From an optimization exercise on the open Yosys and OpenROAD flow, aimed at small area, a short achievable clock period and few clock cycles; shortcuts taken in it are not production practice.
The RTL was checked by simulation tests, not by an equivalence proof against the original design.
Power and IR drop assume default switching activity.

Design work_stealing_deque_top, start of the top module:
module work_stealing_deque_top #(
    parameter int DEPTH  = 64,
    parameter int TASK_W = 32,    
    parameter int ACT_W  = 3      
) (
    input  logic                       i_clk,
    input  logic                       i_rst_n,
    input  logic                       i_valid,
    output logic                       o_ready,
    input  logic [ACT_W-1:0]  i_action,
    input  logic [TASK_W-1:0] i_task_req,
    output logic                       o_valid,
    input  logic                       i_ready,
    output logic                       o_ok,
    output logic [TASK_W-1:0] o_task_out,
    output logic [$clog2(DEPTH):0]     o_count,
    output logic                       o_is_empty,
    output logic                       o_is_full
);
clock: 5.5 ns
lec_check: 0
cap_margin: 20
core_margin: 2
core_utilization: 60
cts_cluster_diameter: 80
cts_cluster_size: 30
setup_slack_margin: 3.2
slew_margin: 20
synth_hierarchical: 1
run.sh (not shown) runs the stock make flow with config.mk's settings and CLKGATE_MAP_FILE= SYNTH_SCRIPT=/design/flow/synth_recipe.tcl, a recipe that flattens the netlist after the stock synthesis.
The first run went through all stages and came out clean.
Testbench counts at the start, summed over its fixed seeds: cycles 12,008.
Edit:
--- a/flow/config.mk
+++ b/flow/config.mk
@@ -7,2 +7,3 @@
 export LEC_CHECK = 0
+export ABC_CLOCK_PERIOD_IN_PS = 2500
 export CAP_MARGIN = 20
@@ -10,4 +11,2 @@
 export CORE_UTILIZATION = 60
-export CTS_CLUSTER_DIAMETER = 80
-export CTS_CLUSTER_SIZE = 30
 export SETUP_SLACK_MARGIN = 3.2
After rerunning: Count of clock-buffer cells in the layout rose by 144. Clock skew went down by 0.0054 ns. Utilization grows by 2.4 points. Worst hold slack improved by 0.0093 ns. Non-clock buffer count climbs by 35. Global-route usage is about the same. Power climbs by about a fifth. Critical path depth is unchanged. Cell area goes up by a few percent.

v4:
work_stealing_deque_top, a different RTL version from the one above (not shown whole).
Size: ~83 I/O pins.
==> flow/config.mk <==
export PLATFORM = sky130hd
export DESIGN_NAME = work_stealing_deque_top
export DESIGN_NICKNAME = work_stealing_deque_top
export VERILOG_FILES = /design/flow/design.v
export SDC_FILE = /design/flow/constraint.sdc
export NUM_CORES = 4
export LEC_CHECK = 0
export CAP_MARGIN = 20
export CORE_MARGIN = 2
export CORE_UTILIZATION = 76
export CTS_CLUSTER_DIAMETER = 60
export CTS_CLUSTER_SIZE = 20
export SETUP_SLACK_MARGIN = 3.2
export SLEW_MARGIN = 20
export SYNTH_HIERARCHICAL = 1
export TNS_END_PERCENT = 5
==> flow/constraint.sdc <==
create_clock -name core_clock -period 5.5 [get_ports {i_clk}]
set_input_delay 1.1000 -clock core_clock [delete_from_list [all_inputs] [get_ports {i_clk}]]
set_output_delay 1.1000 -clock core_clock [all_outputs]
set_load 0.01 [all_outputs]
The flow did not stop early for v4: all stages ran, and the layout cleared the timing, design-rule and antenna checks.
Testbench counts of v4, summed over its fixed seeds: cycles 12,008.
The following lists how v38 was set up differently from v4:
- CORE_UTILIZATION: 76 -> 70
==> comparison <==
- No run among v4 and v38 stopped early or left any final violation; all are clean.
- Fraction of power consumed by combinational cells: v38 vs v4, no meaningful difference
- Min worst supply voltage drop on vdd across v4 and v38: v38
- The global routing usage summed across all routing layers of v38 falls short of that of v4 by 3.7 points.
- Looking at share of power burned in the clock network, v38 sits 0.9 points higher than v4 does.
- v38 vs. v4: final period utilization -2.0 points, fraction of power spent switching nets has remained practically unchanged, cell count now larger.
- Summary of the comparison: sum of met3 wire segment lengths after detailed routing is lower in v38, relative to v4.
- v38 vs. v4: total of cells resized after clock tree synthesis up 381; wire length decreased by about 1.4% relative to the old numbers.
diff inputs: v38 => v25
- a change of SETUP_SLACK_MARGIN from 3.2 to 3.6
### Flow results
Diff v38 -> v25 | post-route cell area | increase of 1.4%. Looking at global-route track usage on met1, v25 sits 0.52 points higher than v38 does. v25 — routed wire length about 4% higher, v38 as reference. Total track usage came out higher on v25 than on v38. Post-CTS resize count down 26 in v25 wrt v38.
## Diff of input files: v31 against v25
- CTS_CLUSTER_DIAMETER: 60 -> 80
- SETUP_SLACK_MARGIN: 3.6 -> 3.2
- CTS_CLUSTER_SIZE: 20 -> 24
Notes after the runs:
Going from v25 to v31, the worst path arrival time was found to have gone up by 60 ps.
Comparing v31 against v25, there is no change at all in number of placement rows.
STATUS final worst-path setup slack: v31 loses against v25
Higher buffer share of cell area among v31 and v25: v25
Number of buffers other than clock buffers in the final layout, v31 and v25: lower on v31
Share of power burned in the clock network: v31 < v25
On v31: first-pass detailed-route iteration total is 1 lower than what v25 gave.
Taking v25 as 1.0, v31 lands at 0.908 on total power.
Compared with v25, v31 shows clock period minus final worst setup slack higher by 60 ps.
> inputs changed (v31 -> v20)
- CTS_CLUSTER_SIZE changed from 24 to 22
- CTS_CLUSTER_DIAMETER changed from 80 to 70
- CORE_UTILIZATION changed from 70 to 73
--- outcome ---
Clock transition at the register clock pins on the worst setup and hold paths after CTS: v31 vs v20, no meaningful difference
v31 reports its standard cell with the maximum stage delay on the critical path as sky130_fd_sc_hd__edfxtp_1 while v20 reports sky130_fd_sc_hd__nand4_1.
In the metrics for v20 and v31, the one carrying the higher placement-stage worst setup slack is v31.
Between v20 and v31, the difference in part of the power in combinational logic is negligible.
v20 vs v31 — wire length of the first global-routing pass climbed by a few percent
H-tree level count: v20 vs v31 identical
Timing, DRC, antenna: 0 failures across v20 and v31
Comparing v20 against v31, there is no change at all in synthesized cell count.
--- input diff v20..v46 ---
- clearing TNS_END_PERCENT, which used to be 5
- swapping 22 for 24 in CTS_CLUSTER_SIZE
- swapping 70 for 80 in CTS_CLUSTER_DIAMETER
- swapping 73 for 70 in CORE_UTILIZATION
--- outcome ---
v46 has completed all stages; timing, DRC and antenna checks passed. Per the final summary, v20 finished and its layout is clean on timing, DRC and antenna. On area of the placeable core: v46 sits above v20. Side by side, final core area utilization turned out lower in v46 than in v20. Via count in v46 is about 2.4% below v20.

-- separate check: timing with driven ports --
No port has a modelled driver above. Below, the same layouts with a new extraction and two added sets of constraints.
Step 1, drivers: a clkbuf_16 drives i_clk and a buf_2 each remaining input, both assumed.
Step 2, shift: input delay + t, output delay - t, t = (earliest + latest rising clock arrival at the registers) / 2. This alone moves slack from input paths to output paths.
Slacks: ideal / step 1 / step 2; pairs: ideal / step 1.
run | shift t [ns] | slack for setup (ns) | worst setup path at the end | clock arrival spread, ns | pins driven straight from the clock port
the first run of note 1 | 0.810 | 2.025 / 2.025 / 1.233 | input to register | 0.035 / 0.035 | 1
the second run of note 1 | 0.913 | 2.044 / 2.044 / 1.224 | input to register | 0.030 / 0.029 | 1
v4 | 0.873 | 2.500 / 2.162 / 1.289 | input to register | 0.048 / 0.047 | 1
v38 | 0.861 | 2.610 / 2.370 / 1.508 | input to register | 0.039 / 0.039 | 1
v25 | 0.868 | 2.718 / 2.007 / 1.139 | input to register | 0.041 / 0.040 | 1
v31 | 0.826 | 2.658 / 2.392 / 1.566 | input to register | 0.039 / 0.039 | 1
v20 | 0.836 | 2.407 / 1.969 / 1.133 | input to register | 0.063 / 0.063 | 1
v46 | 0.814 | 2.627 / 2.176 / 1.363 | input to register | 0.046 / 0.047 | 1
After both steps every run listed still meets setup and hold. For v25, which loses most, drivers alone change the setup slack by -0.711 ns; drivers and shift together by -1.579 ns.
